This is an optimization exercise on Yosys and OpenROAD, whose aim is small area, a short achievable clock period and few clock cycles per item, not a production implementation. At most, simulation tests tie the RTL to the original design; equivalence was not proved. Power is estimated from default activity; no workload was simulated.

==> flow/design.v (excerpt) <==
module display_test_pattern_generator (
  input  wire logic                           clk,
  input  wire logic                           rst_n,
  input  wire logic                           cfg_we,
  input  wire logic [dtpg_pkg::CFG_IDX_W-1:0] cfg_index,
  input  wire logic [dtpg_pkg::CFG_DAT_W-1:0] cfg_wdata,
  input  wire logic                           in_tvalid,
  output logic                                in_tready,
  input  wire logic [7:0]                     in_tdata,    
  output logic                                out_tvalid,
  input  wire logic                           out_tready,
  output logic [63:0]                         out_tdata,
  output logic                                out_tlast    
);
make LEC_CHECK=0 ABC_CLOCK_PERIOD_IN_PS=3000 CAP_MARGIN=20 CORE_MARGIN=2 CORE_UTILIZATION=40 SETUP_SLACK_MARGIN=4.6 SLEW_MARGIN=20 finish   # period 7.5 ns
run.sh (not shown) runs the stock make flow with config.mk's settings and CLKGATE_MAP_FILE= SYNTH_SCRIPT=/design/flow/synth_recipe.tcl, a recipe that flattens the netlist after the stock synthesis.
Testbench counts at the start, summed over its fixed seeds: cycles 29,984, items 29,696.
Change:
Settings changed: ABC_CLOCK_PERIOD_IN_PS 3000 to 2500, SETUP_SLACK_MARGIN 4.6 to 4.2.
Wire length shrinks by 3.5%.
Sequential share of layout area grows by 1.7 points.
Hold slack barely changes.


## juniper
display_test_pattern_generator, a different RTL version from the one above (not shown whole).
For scale: about 2,000 cells after synthesis, ~250 flip-flops, about 99 I/O pins, ~17,000 um^2 of cells after synthesis.
export LEC_CHECK = 0
export CAP_MARGIN = 20
export CORE_MARGIN = 2
export CORE_UTILIZATION = 65
export SETUP_SLACK_MARGIN = 3.8
export SLEW_MARGIN = 20
create_clock -name core_clock -period 7.5 [get_ports {clk}]
Every stage of the flow completed for juniper, and the final layout passed the timing, DRC and antenna checks.
### juniper -> harbor
-- flow/config.mk --
<<< juniper, line 8
export CAP_MARGIN = 20
export CORE_MARGIN = 2
export CORE_UTILIZATION = 65
export SETUP_SLACK_MARGIN = 3.8
export SLEW_MARGIN = 20
>>> harbor, line 8
export CAP_MARGIN = 20
export CORE_MARGIN = 2
export CORE_UTILIZATION = 40
export SETUP_SLACK_MARGIN = 3.8
export SLEW_MARGIN = 20
Results
- Share of the cycle needed by the critical path after routing: harbor < juniper
- harbor ended up with sky130_fd_sc_hd__or3_1 as its library cell contributing the largest single delay on the critical path; juniper ended up with sky130_fd_sc_hd__clkdlybuf4s50_1.
- The die area of harbor is higher than that of juniper.
- Compared harbor against juniper; hold slack within noise.
- From harbor to juniper, final max-slew violation count did not move at all.
- Part of the power in combinational logic in harbor vs juniper: down 0.2 points
- harbor: full flow OK, the timing, DRC and antenna checks passed
- [diff] total wire length, harbor relative to juniper: regression
- Worst-case setup margin in the final layout (lower): juniper
- Re critical path depth: harbor and juniper aren't equal, and the higher value belongs to harbor.
Here is what was changed in the inputs of violet compared with harbor.
-- flow/config.mk --
<<< harbor, line 9
export CORE_MARGIN = 2
export CORE_UTILIZATION = 40
export SETUP_SLACK_MARGIN = 3.8
export SLEW_MARGIN = 20
>>> violet, line 9
export CORE_MARGIN = 2
export CORE_UTILIZATION = 40
export SETUP_SLACK_MARGIN = 4.2
export SLEW_MARGIN = 20
violet finished every stage and its layout cleared the timing, DRC and antenna checks. Number of global-route vias before repair of violet exceeds that of harbor by a few percent. Total number of multi-input combinational cells for violet is higher than for harbor. For harbor, the start point of the critical path was out_tready, unlike violet, where it was u_dp.mode_r[0]. After detailed routing, harbor needs less wire than violet. Of the two values seen for master of the slowest instance on the critical path, sky130_fd_sc_hd__or3_1 was produced by harbor and sky130_fd_sc_hd__dfxtp_4 by violet. harbor and violet ended up with nearly the same proportion of power drawn by the clock network. Summary of violet over harbor: worst clock skew went up by 16 ps, final critical path time including I/O delays and setup went down by 190 ps, post-CTS setup buffer count went up by 42.
Here is what was changed in the inputs of fjord compared with violet.
-- flow/config.mk --
<<< violet, line 11
export SETUP_SLACK_MARGIN = 4.2
export SLEW_MARGIN = 20
>>> fjord, line 11
export SETUP_SLACK_MARGIN = 4.2
export SLEW_MARGIN = 20
export TNS_END_PERCENT = 5
## What came out
- Looking at fjord and violet, the cell area after placement is a wash.
- violet vs fjord, startpoint of the most critical setup path: u_dp.mode_r[0] vs cfg_we
- Any difference in worst hold slack across all endpoints between violet and fjord is small enough to ignore.
- A critical setup path kind of in2reg is what fjord shows, while reg2out belongs to violet.
- Portion of total power attributed to the clock network delta for fjord relative to violet: 0.3 points higher
- Looking at critical path depth in cells across fjord and violet, the one that comes out higher is fjord.
- Summary: with violet as the reference, post-layout instance count excluding filler cells in fjord moved down by a few percent.
- The run showing the greater combinational cell fraction of total power is violet.
No functional check of the RTL was part of any run of this note.

[port drivers added, routing unchanged]
The flow's constraints put no driver on any port. The routed layouts listed below were extracted and timed again, unchanged, in two steps. Step 1 assumes that a clkbuf_16 drives the clock port and a buf_2 every other input. Step 2, shift: input delay + t, output delay - t, t = (earliest + latest rising clock arrival at the registers) / 2. This alone moves slack from input paths to output paths. Slacks: ideal ports / drivers / drivers and shift; pairs: ideal ports / drivers.
run | t, ns | setup slack, ns | worst hold slack (ns) | clock arrival spread, ns | worst register clock-pin slew, ns
the first run of note 1 | 0.633 | 3.924 / 3.924 / 3.653 | 0.468 / 0.468 / 0.468 | 0.015 / 0.015 | 0.06 / 0.06
the second run of note 1 | 0.648 | 3.998 / 3.981 / 3.588 | 0.467 / 0.467 / 0.467 | 0.026 / 0.026 | 0.07 / 0.07
juniper | 0.607 | 3.846 / 3.792 / 3.299 | 0.465 / 0.465 / 0.465 | 0.021 / 0.021 | 0.07 / 0.07
harbor | 0.629 | 3.894 / 3.854 / 3.291 | 0.464 / 0.464 / 0.464 | 0.013 / 0.013 | 0.06 / 0.06
violet | 0.593 | 4.081 / 4.023 / 3.655 | 0.466 / 0.466 / 0.466 | 0.030 / 0.029 | 0.06 / 0.06
fjord | 0.625 | 4.028 / 3.986 / 3.434 | 0.465 / 0.465 / 0.465 | 0.031 / 0.031 | 0.06 / 0.06
After both steps setup and hold are still met in every run listed. The setup slack of harbor, which loses most, moves by -0.040 ns with the drivers and by -0.603 ns with both steps.
